What follows belongs to an exercise in optimizing a design on an open flow for small area; a production flow would make more cautious choices. In this exercise RTL edits were held to simulation tests only and were not proved equivalent to the original. The flow treats the clock pin as an ideal source, which a real chip does not have.

Design fm_voice, start of the top module:
module fm_voice (
	input logic clk37,
	input logic rst,
	input logic cmd_valid,
	input logic [31:0] cmd_data,
	output logic signed [15:0] sample,
	output logic sample_valid,
	output logic cmd_busy
);
Size: roughly 5,600 cells after synthesis, roughly 2,600 flip-flops.
==> flow/config.mk <==
export PLATFORM = sky130hd
export DESIGN_NAME = fm_voice
export DESIGN_NICKNAME = fm_voice
export VERILOG_FILES = /design/flow/design.v
export SDC_FILE = /design/flow/constraint.sdc
export NUM_CORES = 4
export LEC_CHECK = 0
export ABC_AREA = 1
export CAP_MARGIN = 20
export CORE_MARGIN = 2
export CORE_UTILIZATION = 78
export PLACE_DENSITY = 0.88
export SLEW_MARGIN = 20
==> flow/constraint.sdc <==
create_clock -name core_clock -period 10.0 [get_ports {clk37}]
set_input_delay 2.0000 -clock core_clock [delete_from_list [all_inputs] [get_ports {clk37}]]
set_output_delay 2.0000 -clock core_clock [all_outputs]
set_load 0.01 [all_outputs]
standard.sh (not shown) runs the stock make flow with config.mk's settings and CLKGATE_MAP_FILE= SYNTH_SCRIPT=/design/flow/synth_recipe.tcl, a recipe that flattens the netlist after the stock synthesis.
==> flow/flow/run.sh <==
#!/bin/bash
# The standard layout (standard.sh) with two changes: the input and output
# ports are buffered with the smallest buffer (buf_1), and clock tree synthesis
# adds no dummy loads to balance the tree (leaf clusters of up to 33 sinks within 90 um,
# clkbuf_16 only). The full tool output goes to standard.log here and to the
# ORFS logs under orfs/logs.
set -e
cd "$(dirname "$0")/.."
export BUFFER_PORTS_ARGS="-buffer_cell sky130_fd_sc_hd__buf_1"
export CTS_ARGS="-sink_clustering_enable -repair_clock_nets -dont_use_dummy_load -sink_clustering_size 33 -sink_clustering_max_diameter 90 -buf_list sky130_fd_sc_hd__clkbuf_16"
bash standard.sh > standard.log 2>&1
Change:
==> flow/flow/run.sh (replaced) <==
#!/bin/bash
# The standard layout (standard.sh) with three changes:
# - synthesis maps the logic with ABC's area-oriented mapper: the ORFS scripts
#   are copied to ./orfs_scripts unchanged except abc_area.script (ABC_AREA is
#   set in config.mk), and SCRIPTS_DIR points there;
# - the input and output ports are buffered with the smallest buffer (buf_1);
# - clock tree synthesis adds no dummy loads to balance the tree (leaf clusters
#   of up to 33 sinks within 90 um, clkbuf_16 only).
# The full tool output goes to standard.log here and to the ORFS logs under
# orfs/logs.
set -e
cd "$(dirname "$0")/.."
rm -rf orfs_scripts
cp -r "$FLOW_HOME/scripts" orfs_scripts
printf 'strash\nbalance\nrewrite\nrefactor\nbalance\nrewrite\nrewrite -z\nbalance\nrefactor -z\nrewrite -z\nbalance\ndch\namap\ntopo\nstime -c\n' > orfs_scripts/abc_area.script
export SCRIPTS_DIR="$PWD/orfs_scripts"
export BUFFER_PORTS_ARGS="-buffer_cell sky130_fd_sc_hd__buf_1"
export CTS_ARGS="-sink_clustering_enable -repair_clock_nets -dont_use_dummy_load -sink_clustering_size 33 -sink_clustering_max_diameter 90 -buf_list sky130_fd_sc_hd__clkbuf_16"
bash standard.sh > standard.log 2>&1
CORE_UTILIZATION = 75   (was 78)
PLACE_DENSITY = 0.85   (was 0.88)
After rerunning: The new run finished with timing, DRC and antenna clean. Fmax came out higher slightly. Die area rises slightly. Wire length came out lower by a little under a tenth. Worst setup slack is better by 180 ps. Area after synthesis is lower by a few percent.
Change:
--- a/flow/flow/run.sh
+++ b/flow/flow/run.sh
@@ -13,5 +13,5 @@
 rm -rf orfs_scripts
 cp -r "$FLOW_HOME/scripts" orfs_scripts
-printf 'strash\nbalance\nrewrite\nrefactor\nbalance\nrewrite\nrewrite -z\nbalance\nrefactor -z\nrewrite -z\nbalance\ndch\namap\ntopo\nstime -c\n' > orfs_scripts/abc_area.script
+printf 'strash\ndch\namap\ntopo\nstime -c\nbuffer -c\nupsize -c\ndnsize -c\n' > orfs_scripts/abc_area.script
 export SCRIPTS_DIR="$PWD/orfs_scripts"
 export BUFFER_PORTS_ARGS="-buffer_cell sky130_fd_sc_hd__buf_1"
After rerunning:
- The changed run finished with timing, DRC and antenna clean
- first-iteration DRC count came out lower by 2.9%
- cell area increases by about 0.33%
- non-clock buffer count climbs by 2
- utilization falls by 0.94 points
Change:
--- a/flow/flow/run.sh
+++ b/flow/flow/run.sh
@@ -1,5 +1,5 @@
 #!/bin/bash
 # The standard layout (standard.sh) with three changes:
-# - synthesis maps the logic with ABC's area-oriented mapper: the ORFS scripts
+# - synthesis maps the logic with ABC's mapper told to relax delay in favour of area: the ORFS scripts
 #   are copied to ./orfs_scripts unchanged except abc_area.script (ABC_AREA is
 #   set in config.mk), and SCRIPTS_DIR points there;
@@ -13,5 +13,5 @@
 rm -rf orfs_scripts
 cp -r "$FLOW_HOME/scripts" orfs_scripts
-printf 'strash\ndch\namap\ntopo\nstime -c\nbuffer -c\nupsize -c\ndnsize -c\n' > orfs_scripts/abc_area.script
+printf '&get -n\n&st\n&dch\n&nf -R 1000 -p\n&put\ntopo\nstime -c\n' > orfs_scripts/abc_area.script
 export SCRIPTS_DIR="$PWD/orfs_scripts"
 export BUFFER_PORTS_ARGS="-buffer_cell sky130_fd_sc_hd__buf_1"
Result: The new run went through all stages and came out clean. Core utilization came out higher by 0.60 points. Routed wire length came out higher slightly. Setup slack is worse by 23 ps.
Change:
--- a/flow/flow/run.sh
+++ b/flow/flow/run.sh
@@ -1,5 +1,5 @@
 #!/bin/bash
 # The standard layout (standard.sh) with three changes:
-# - synthesis maps the logic with ABC's mapper told to relax delay in favour of area: the ORFS scripts
+# - synthesis maps the logic with ABC's area-oriented mapper: the ORFS scripts
 #   are copied to ./orfs_scripts unchanged except abc_area.script (ABC_AREA is
 #   set in config.mk), and SCRIPTS_DIR points there;
@@ -13,5 +13,5 @@
 rm -rf orfs_scripts
 cp -r "$FLOW_HOME/scripts" orfs_scripts
-printf '&get -n\n&st\n&dch\n&nf -R 1000 -p\n&put\ntopo\nstime -c\n' > orfs_scripts/abc_area.script
+printf 'strash\ndch\namap\ntopo\nstime -c\n' > orfs_scripts/abc_area.script
 export SCRIPTS_DIR="$PWD/orfs_scripts"
 export BUFFER_PORTS_ARGS="-buffer_cell sky130_fd_sc_hd__buf_1"
The new run completed with no timing, DRC or antenna violations; global-route usage came out higher by 0.19 points; design area is higher by 1.2%; synthesized area rose by about 1.2%; wire length went up by 1.3%; setup slack improved by 44 ps.

-- afterwards: timing with drivers on the ports --
No port has a modelled driver above. Below, the same layouts with a new extraction and two added sets of constraints.
Step 1 sets driving cells, clkbuf_16 on the clock port and buf_2 on the other inputs (assumed; they add their load-dependent delay and slew).
Step 2, shift: input delay + t, output delay - t, t = (earliest + latest rising clock arrival at the registers) / 2. This alone moves slack from input paths to output paths.
a / b / c = no drivers / after step 1 / after step 2; a / b = the first two.
run	shift t [ns]	setup slack, ns	hold slack, ns	clock arrival spread, ns	pins driven straight from the clock port
the first run	0.765	0.245 / 0.245 / 0.245	0.277 / 0.277 / 0.277	0.094 / 0.094	1
the second run	0.738	0.427 / 0.427 / 0.427	0.265 / 0.265 / 0.265	0.097 / 0.097	1
the third run	0.742	0.409 / 0.409 / 0.409	0.281 / 0.281 / 0.281	0.104 / 0.105	1
the fourth run	0.744	0.386 / 0.386 / 0.386	0.290 / 0.290 / 0.290	0.092 / 0.092	1
the fifth run	0.744	0.430 / 0.430 / 0.430	0.274 / 0.274 / 0.274	0.101 / 0.100	1
After both steps setup and hold are still met in every run listed.
